Context: an optimization exercise on an open-source flow, tuned for small area, a short achievable clock period and few clock cycles per item. The choices shown serve that exercise and are no tape-out recipe.
The RTL was checked by simulation tests, not by an equivalence proof against the original design.
Power figures rest on the tool's default switching activity, not on a simulated workload.

==> flow/run.sh <==
#!/bin/bash
# synth_recipe.tcl (not shown) runs the flow's synth.tcl, then flattens the netlist and writes it again
# the make line also repeats each setting of config.mk as NAME=value (left out here)
make -C /OpenROAD-flow-scripts/flow DESIGN_CONFIG=/design/flow/config.mk WORK_HOME=/design/flow/orfs CLKGATE_MAP_FILE= SYNTH_SCRIPT=/design/flow/synth_recipe.tcl finish
==> flow/config.mk <==
export PLATFORM = sky130hd
export DESIGN_NAME = second_chance_cache_set_top
export DESIGN_NICKNAME = second_chance_cache_set_top
export VERILOG_FILES = /design/flow/design.v
export SDC_FILE = /design/flow/constraint.sdc
export NUM_CORES = 4
export LEC_CHECK = 0
export CAP_MARGIN = 20
export CORE_MARGIN = 2
export CORE_UTILIZATION = 40
export SLEW_MARGIN = 20
==> flow/constraint.sdc <==
create_clock -name core_clock -period 6.0 [get_ports {clk_i}]
set_input_delay 1.2000 -clock core_clock [delete_from_list [all_inputs] [get_ports {clk_i}]]
set_output_delay 1.2000 -clock core_clock [all_outputs]
set_load 0.01 [all_outputs]
==> flow/design.v <==
`default_nettype none
package scs_pkg;
  localparam int KEY_W          = 32;
  localparam int VAL_W          = 32;
  localparam int CFG_W          = 5;
  localparam int MIN_CAPACITY   = 2;
  localparam int RESET_CAPACITY = 16;
  localparam logic [1:0] OP_GET = 2'd0;
  localparam logic [1:0] OP_PUT = 2'd1;
  localparam logic [1:0] OP_DEL = 2'd2;
  localparam logic [1:0] OP_REF = 2'd3;
  localparam logic STATUS_OK   = 1'b0;
  localparam logic STATUS_MISS = 1'b1;
  localparam logic [2:0] CELL_HOLD      = 3'd0;
  localparam logic [2:0] CELL_MATCH     = 3'd1;
  localparam logic [2:0] CELL_UPDATE    = 3'd2;
  localparam logic [2:0] CELL_SHIFT_HIT = 3'd3;
  localparam logic [2:0] CELL_SHIFT_ALL = 3'd4;
  localparam logic [2:0] CELL_ROTATE    = 3'd5;
  localparam logic [2:0] CELL_LOAD      = 3'd6;
  typedef struct packed {
    logic [KEY_W-1:0] key;
    logic [VAL_W-1:0] value;
    logic             refd;
    logic             valid;
  } entry_t;
  typedef struct packed {
    logic             seen;
    logic [VAL_W-1:0] value;
    logic             refd;
  } chain_t;
  typedef struct packed {
    logic [2:0]       op;
    logic             wr_val;
    logic [KEY_W-1:0] key;
    logic [VAL_W-1:0] value;
  } cell_ctrl_t;
endpackage
`default_nettype wire
`default_nettype none
module scs_cell #(
  parameter int IDX   = 0,
  parameter int CNT_W = 5
) (
  input  wire logic             clk_i,
  input  wire logic             rst_ni,
  input  wire scs_pkg::cell_ctrl_t       ctrl_i,
  input  wire logic [CNT_W-1:0] count_i,
  input  wire scs_pkg::entry_t           next_i,
  input  wire scs_pkg::chain_t           chain_i,
  output scs_pkg::entry_t                entry_o,
  output scs_pkg::chain_t                chain_o,
  output logic                  hit_o
);
  logic [scs_pkg::KEY_W-1:0] key_q;
  logic [scs_pkg::VAL_W-1:0] value_q;
  logic             refd_q;
  logic             valid_q;
  logic             hit_q;
  scs_pkg::entry_t           entry_d;
  logic             hit_d;
  logic             seen_incl;
  logic             at_tail;
  logic             below_tail;
  logic             at_count;
  scs_pkg::entry_t           bus_entry;
  assign entry_o    = {key_q, value_q, refd_q, valid_q};
  assign hit_o      = hit_q;
  assign seen_incl  = chain_i.seen | hit_q;
  assign chain_o.seen  = seen_incl;
  assign chain_o.value = chain_i.value | (hit_q ? value_q : {scs_pkg::VAL_W{1'b0}});
  assign chain_o.refd  = chain_i.refd | (hit_q & refd_q);
  assign at_tail    = (CNT_W'(IDX + 1) == count_i);
  assign below_tail = (CNT_W'(IDX + 1) < count_i);
  assign at_count   = (CNT_W'(IDX) == count_i);
  assign bus_entry  = {ctrl_i.key, ctrl_i.value, 1'b0, 1'b1};
  always_comb begin
    entry_d = entry_o;
    hit_d   = hit_q;
    unique case (ctrl_i.op)
      scs_pkg::CELL_HOLD: begin
      end
      scs_pkg::CELL_MATCH: begin
        hit_d = valid_q && (key_q == ctrl_i.key);
      end
      scs_pkg::CELL_UPDATE: begin
        if (hit_q) begin
          entry_d.refd = 1'b1;
          if (ctrl_i.wr_val) begin
            entry_d.value = ctrl_i.value;
          end
        end
      end
      scs_pkg::CELL_SHIFT_HIT: begin
        if (seen_incl) begin
          entry_d = next_i;
        end
      end
      scs_pkg::CELL_SHIFT_ALL: begin
        entry_d = next_i;
      end
      scs_pkg::CELL_ROTATE: begin
        if (below_tail) begin
          entry_d = next_i;
        end else if (at_tail) begin
          entry_d = bus_entry;
        end
      end
      scs_pkg::CELL_LOAD: begin
        if (at_count) begin
          entry_d = bus_entry;
        end
      end
      default: begin
      end
    endcase
  end
  always_ff @(posedge clk_i or negedge rst_ni) begin
    if (!rst_ni) begin
      refd_q  <= 1'b0;
      valid_q <= 1'b0;
      hit_q   <= 1'b0;
    end else begin
      refd_q  <= entry_d.refd;
      valid_q <= entry_d.valid;
      hit_q   <= hit_d;
    end
  end
  always_ff @(posedge clk_i) begin
    key_q   <= entry_d.key;
    value_q <= entry_d.value;
  end
endmodule
`default_nettype wire
`default_nettype none
module second_chance_cache_set_top #(
  parameter int MAX_ENTRIES = 16
) (
  input  wire logic              clk_i,
  input  wire logic              rst_ni,
  input  wire logic              cfg_we_i,
  input  wire logic [scs_pkg::CFG_W-1:0]  cfg_wdata_i,
  input  wire logic              s_axis_tvalid,
  output logic                   s_axis_tready,
  input  wire logic [63:0]       s_axis_tdata,   
  input  wire logic [1:0]        s_axis_tuser,   
  output logic                   m_axis_tvalid,
  input  wire logic              m_axis_tready,
  output logic [39:0]            m_axis_tdata,   
  output logic [0:0]             m_axis_tuser    
);
  localparam int CNT_W     = $clog2(MAX_ENTRIES + 1);
  localparam int CAP_RESET = (scs_pkg::RESET_CAPACITY > MAX_ENTRIES) ? MAX_ENTRIES : scs_pkg::RESET_CAPACITY;
  localparam logic [2:0] ST_IDLE   = 3'd0;
  localparam logic [2:0] ST_MATCH  = 3'd1;
  localparam logic [2:0] ST_EXEC   = 3'd2;
  localparam logic [2:0] ST_EVICT  = 3'd3;
  localparam logic [2:0] ST_INSERT = 3'd4;
  logic [2:0]       state_q, state_d;
  logic [CNT_W-1:0] count_q, count_d;
  logic [CNT_W-1:0] cap_q;
  logic [1:0]       req_op_q;
  logic [scs_pkg::KEY_W-1:0] req_key_q;
  logic [scs_pkg::VAL_W-1:0] req_data_q;
  logic             m_valid_q;
  logic             res_status_q, res_status_d;
  logic [scs_pkg::VAL_W-1:0] res_data_q, res_data_d;
  logic             res_ref_q, res_ref_d;
  logic             out_load;
  logic             out_free;
  logic             in_accept;
  logic             hit;
  localparam int ENTRY_W = scs_pkg::KEY_W + scs_pkg::VAL_W + 2;
  localparam int CHAIN_W = scs_pkg::VAL_W + 2;
  scs_pkg::cell_ctrl_t       ctrl;
  logic [MAX_ENTRIES*ENTRY_W-1:0]   cell_entry;
  logic [MAX_ENTRIES*ENTRY_W-1:0]   cell_next;
  logic [(MAX_ENTRIES+1)*CHAIN_W-1:0] chain;
  logic [MAX_ENTRIES-1:0] hit_vec;
  scs_pkg::entry_t           head_entry;
  scs_pkg::chain_t           chain_end;
  assign chain[CHAIN_W-1:0] = '0;
  assign head_entry = cell_entry[ENTRY_W-1:0];
  assign chain_end  = chain[MAX_ENTRIES*CHAIN_W +: CHAIN_W];
  for (genvar g = 0; g < MAX_ENTRIES; g++) begin : g_cell
    if (g == MAX_ENTRIES - 1) begin : g_last
      assign cell_next[g*ENTRY_W +: ENTRY_W] = '0;
    end else begin : g_mid
      assign cell_next[g*ENTRY_W +: ENTRY_W] = cell_entry[(g+1)*ENTRY_W +: ENTRY_W];
    end
    scs_cell #(
      .IDX   (g),
      .CNT_W (CNT_W)
    ) u_cell (
      .clk_i   (clk_i),
      .rst_ni  (rst_ni),
      .ctrl_i  (ctrl),
      .count_i (count_q),
      .next_i  (cell_next[g*ENTRY_W +: ENTRY_W]),
      .chain_i (chain[g*CHAIN_W +: CHAIN_W]),
      .entry_o (cell_entry[g*ENTRY_W +: ENTRY_W]),
      .chain_o (chain[(g+1)*CHAIN_W +: CHAIN_W]),
      .hit_o   (hit_vec[g])
    );
  end
  assign hit           = chain_end.seen;
  assign s_axis_tready = (state_q == ST_IDLE);
  assign in_accept     = s_axis_tvalid && s_axis_tready;
  assign out_free      = !m_valid_q || m_axis_tready;
  assign m_axis_tvalid = m_valid_q;
  assign m_axis_tdata  = {7'b0, res_ref_q, res_data_q};
  assign m_axis_tuser  = res_status_q;
  always_comb begin
    state_d      = state_q;
    count_d      = count_q;
    out_load     = 1'b0;
    res_status_d = scs_pkg::STATUS_OK;
    res_data_d   = '0;
    res_ref_d    = 1'b0;
    ctrl.op      = scs_pkg::CELL_HOLD;
    ctrl.wr_val  = 1'b0;
    ctrl.key     = req_key_q;
    ctrl.value   = req_data_q;
    unique case (state_q)
      ST_IDLE: begin
        if (in_accept) begin
          state_d = ST_MATCH;
        end
      end
      ST_MATCH: begin
        ctrl.op = scs_pkg::CELL_MATCH;
        state_d = ST_EXEC;
      end
      ST_EXEC: begin
        if (out_free) begin
          unique case (req_op_q)
            scs_pkg::OP_GET: begin
              if (hit) begin
                ctrl.op = scs_pkg::CELL_UPDATE;
              end
              out_load     = 1'b1;
              res_status_d = hit ? scs_pkg::STATUS_OK : scs_pkg::STATUS_MISS;
              res_data_d   = chain_end.value;
              state_d      = ST_IDLE;
            end
            scs_pkg::OP_PUT: begin
              if (hit) begin
                ctrl.op     = scs_pkg::CELL_UPDATE;
                ctrl.wr_val = 1'b1;
                out_load    = 1'b1;
                state_d     = ST_IDLE;
              end else if (count_q >= cap_q) begin
                state_d = ST_EVICT;
              end else begin
                state_d = ST_INSERT;
              end
            end
            scs_pkg::OP_DEL: begin
              if (hit) begin
                ctrl.op = scs_pkg::CELL_SHIFT_HIT;
                count_d = count_q - CNT_W'(1);
              end
              out_load     = 1'b1;
              res_status_d = hit ? scs_pkg::STATUS_OK : scs_pkg::STATUS_MISS;
              state_d      = ST_IDLE;
            end
            scs_pkg::OP_REF: begin
              out_load     = 1'b1;
              res_status_d = hit ? scs_pkg::STATUS_OK : scs_pkg::STATUS_MISS;
              res_ref_d    = chain_end.refd;
              state_d      = ST_IDLE;
            end
            default: begin
            end
          endcase
        end
      end
      ST_EVICT: begin
        if (!head_entry.refd) begin
          ctrl.op = scs_pkg::CELL_SHIFT_ALL;
          count_d = count_q - CNT_W'(1);
          state_d = ST_INSERT;
        end else begin
          ctrl.op    = scs_pkg::CELL_ROTATE;
          ctrl.key   = head_entry.key;
          ctrl.value = head_entry.value;
        end
      end
      ST_INSERT: begin
        if (out_free) begin
          ctrl.op  = scs_pkg::CELL_LOAD;
          count_d  = count_q + CNT_W'(1);
          out_load = 1'b1;
          state_d  = ST_IDLE;
        end
      end
      default: begin
        state_d = ST_IDLE;
      end
    endcase
  end
  always_ff @(posedge clk_i or negedge rst_ni) begin
    if (!rst_ni) begin
      state_q   <= ST_IDLE;
      count_q   <= '0;
      cap_q     <= CNT_W'(CAP_RESET);
      m_valid_q <= 1'b0;
    end else begin
      state_q <= state_d;
      count_q <= count_d;
      if (cfg_we_i && (cfg_wdata_i >= scs_pkg::CFG_W'(scs_pkg::MIN_CAPACITY))) begin
        if (32'(cfg_wdata_i) > 32'(MAX_ENTRIES)) begin
          cap_q <= CNT_W'(MAX_ENTRIES);
        end else begin
          cap_q <= CNT_W'(cfg_wdata_i);
        end
      end
      if (out_load) begin
        m_valid_q <= 1'b1;
      end else if (m_axis_tready) begin
        m_valid_q <= 1'b0;
      end
    end
  end
  always_ff @(posedge clk_i) begin
    if (in_accept) begin
      req_op_q   <= s_axis_tuser;
      req_key_q  <= s_axis_tdata[31:0];
      req_data_q <= s_axis_tdata[63:32];
    end
    if (out_load) begin
      res_status_q <= res_status_d;
      res_data_q   <= res_data_d;
      res_ref_q    <= res_ref_d;
    end
  end
endmodule
`default_nettype wire
==> results_dict.tcl <==
set metrics [dict create \
    wire_per_inst_um 36.9 \
    synth_top_area_cell "edfxtp_1" \
    maxSlewViolCount 0 \
    fin_tns_setup_ns 0 \
    ctsHoldBuffers 0 \
    setup_violations 0 \
    maxCapViolCount 0 \
    cts_tree "yes" \
    path_max_fanout 24 \
    synth_top_area_share 0.544 \
    hold_viol 0 \
    cts.clk_slew.worst_paths_ns 0.07 \
    final_core_util 0.461 \
    drc_errors 0 \
    core_um2 154000 \
    multi_input_area_um2 24600 \
    h-tree-depth 4 \
    drt_iter0_markers 9799 \
    start_util 0.402 \
    fillCellCount 14304 \
    numCtsBuffers 137 \
    place.gp.congestion 1.03 \
    ant_nets 0 \
    grt_use_met3 0.127 \
    worst-path-buf-inv 2 \
    r2r-start "g_cell[0].u_cell.refd_q$_DFFE_PN0P_" \
    critical_path_class "reg2reg" \
    max_freq_ghz 0.205 \
    postSynthCellCount 5884 \
    grt.overflow.total 0 \
    slew_headroom 0.147 \
    clk_latency_ns 0.83 \
    slowest_stage "o31ai_1" \
    nNetsFinal 5974 \
    crit_family "compound AO/OA/AOI/OAI gates" \
    hp-class "in2async" \
    ys_types 98 \
    cts_setup_buffers 0 \
    grt_pass1_wl_um 406000 \
    fp.dieH_um 398 \
    netlist_area_um2 62000 \
    crit_start "g_cell[0].u_cell.refd_q$_DFFE_PN0P_" \
    track_usage 0.367 \
    p_leak_uw 0.0235 \
    avgSynthCellArea_um2 10.5 \
    powerDensity_nw_per_um2 590 \
    grt_antenna_before_repair 19 \
    rsz0062_at_grt "no" \
    cts_sinks 1186 \
    grt_start_max_net_pins 82 \
    fin_crit_ns 4.88 \
    tightest_slew_ns 1.28 \
    grt.busiest_layer "met2" \
    area_growth_pct 14.6 \
    required_ns 6.56 \
    fin_skew_ns 0.0654 \
    r2r_setup_slack_ns 1.12 \
    cpPeakStageDelay_ns 1.02 \
    seq_area_frac_synth 0.570 \
    grt_pass1_vias 51190 \
    io_buffer_count 111 \
    root_buffer "clkbuf_16" \
    post-route-period-util 0.814 \
    synth_edf_count 1124 \
    crit_arrival_ns 5.44 \
    firstDrtPassIters 10 \
    yosysWarnings 17 \
    reg2reg_to "g_cell[12].u_cell.hit_q$_DFFE_PN0N_" \
    drive_above_1_share 0.105 \
    vias_per_cell 6.81 \
    status "complete, no violations" \
    async_reset_ff_frac 0.0523 \
    die_w_um 398 \
    rows 144 \
    synth-main-ff-cell "edfxtp_1" \
    die_area_um2 158000 \
    crit_chain "and4b_4 > buf_12 > mux2i_4 > buf_4 > nor2_1 > a221oi_1 > nand4_1 > o31ai_1" \
    dpl_cell_area_um2 66200 \
    ys_ff_latch 1186 \
    final_area_um2 71000 \
    met1_usage 0.461 \
    use_met2 0.532 \
    synthTopCellsByArea "edfxtp_1 (54%), a21oi_1 (6.4%), nor2_1 (5.3%), xor2_1 (2.9%), dfrtp_1 (2.5%)" \
    ioPinCount 119 \
    worstSetupEndpointType "register" \
    postRouteWirelength_um 298000 \
    num_vias 54872 \
    cp-start-kind "register" \
    max-vdd-ir-drop_uv 346 \
    total_power_uw 41900 \
    regArea_um2 35300 \
    r2r_cells 8 \
    post_cts_resized 0 \
    dp_hpwl_um 189000 \
    clockBufferDepth 3 \
]
[worst max-delay path by stage]
stage / cells after the start / endpoint
floorplan: 10 / g_cell[9].u_cell.value_q[0]$_DFFE_PP_
global placement: 8 / g_cell[11].u_cell.key_q[2]$_DFFE_PP_
detailed placement: 8 / g_cell[15].u_cell.key_q[21]$_DFFE_PP_
CTS: 8 / g_cell[12].u_cell.hit_q$_DFFE_PN0N_
global route: 8 / g_cell[12].u_cell.hit_q$_DFFE_PN0N_
finish: 8 / g_cell[12].u_cell.hit_q$_DFFE_PN0N_
[synth_stat cells, types with 35 or more instances]
library cell / n
buf_1: 97
nor2_1: 879
a21oi_1: 788
a222oi_1: 35
a22oi_1: 79
nand2_1: 325
o21ai_0: 300
xor2_1: 207
nor3_1: 83
nand3_1: 82
dfrtp_1: 61
a31oi_1: 54
inv_1: 136
buf_2: 128
a221oi_1: 138
nand4_1: 45
nor4_1: 64
mux2i_1: 65
o22ai_1: 91
edfxtp_1: 1124
xnor2_1: 170
a22o_1: 111
clkbuf_1: 269
and3_1: 58
[cell type report]
type	instances	area share
inverters	152	0.00803
clock inverters	85	0.0142
multi-input cells	4030	0.346
repair buffers	378	0.0476
flip-flops and latches	1186	0.497
clock buffers	167	0.0504
well taps	2044	0.0360
diodes	18	0.000634
[sequential cells by signal, summed over array words and instances, names as in the netlist]
| register | count |
|---|---|
| g_cell.u_cell.key_q | 512 |
| g_cell.u_cell.value_q | 512 |
| req_data_q | 32 |
| req_key_q | 32 |
| res_data_q | 32 |
| g_cell.u_cell.hit_q | 16 |
| g_cell.u_cell.refd_q | 16 |
| g_cell.u_cell.valid_q | 16 |
| cap_q | 5 |
| count_q | 5 |
| state_q | 3 |
| req_op_q | 2 |
| m_valid_q | 1 |
| res_ref_q | 1 |
| res_status_q | 1 |
[per-stage QoR]
step,cells,setup WS [ns],hold slack [ns]
after floorplan,5890,0.642,0.439
after global placement,7774,1.20,0.459
final,8060,1.12,0.263
after CTS,8033,1.45,0.244
after global routing,8044,1.38,0.247
after detailed placement,7781,1.20,0.457
[power breakdown]
group          leakage [uW]  internal [uW]  switching, uW
clock network       0.00222           4890           3820
logic                0.0102           4630          11500
registers            0.0111          13900           3100
[per-layer routing]
metal	vias to the layer above	routed length [um]
met2	4795	124000
met1	26660	107000
li1	21986	-
met4	14	25100
met5	-	103
met3	1417	42200
[placed cells by master (no fill, tap or decap), types with 35 or more instances in the layout]
cell type           n
a222oi_1           35
dfrtp_1            45
nor3_1             70
a22oi_1            79
xnor2_1           170
o22ai_1            90
a221oi_1          138
a31oi_1            54
nor4_1             64
o21ai_0           296
xor2_1            207
a21oi_1           787
clkinv_1           42
nand3_1            81
and3_1             58
inv_1             136
buf_4             244
nor2_1            857
mux2i_1            41
clkbuf_16         137
clkdlybuf4s50_1   110
nand2_1           314
nand4_1            45
a22o_1            111
edfxtp_1         1124
[cells by family after synthesis]
| family | after synthesis | synth area share |
|---|---|---|
| buffers and inverters | 674 | 0.0464 |
| DFF | 1186 | 0.570 |
| adders and majority gates | 13 | 0.00262 |
| xor gates and xnor gates | 377 | 0.0533 |
| muxes | 87 | 0.0166 |
| and+or+nand+nor | 1656 | 0.117 |
| other | 1 | 0.0000605 |
| AOI/OAI and AO/OA | 1890 | 0.195 |
Testbench counts, summed over its fixed seeds: cycles 68,060, requests 20,000.

## afterwards: timing with drivers on the ports
The results above use ideal ports. As a check the final layout listed here was re-extracted and re-timed, cells and wires unchanged. Step 1 (the two cells are an assumption about what drives the block):
set clk [get_ports {clk_i}]
set_driving_cell -lib_cell sky130_fd_sc_hd__clkbuf_16 $clk
set_driving_cell -lib_cell sky130_fd_sc_hd__buf_2 [delete_from_list [all_inputs] $clk]
Step 2 adds t to the input delays and takes it off the output delays; t is the mean of the earliest and latest rising clock arrival at the registers after step 1. Input paths then give back, and output paths get back, about the clock's delay inside the block. a / b / c = ideal ports / drivers / drivers and shift; a / b = the first two.
shift t [ns]: 0.872
setup WS [ns]: 1.116 / 1.116 / 1.116
worst hold slack (ns): 0.263 / 0.211 / 0.460
worst data-port slew with drivers (ns): 0.10
After both steps setup and hold are still met in this run. The setup slack of this run moves by 0.000 ns with the drivers and by 0.000 ns with both steps.
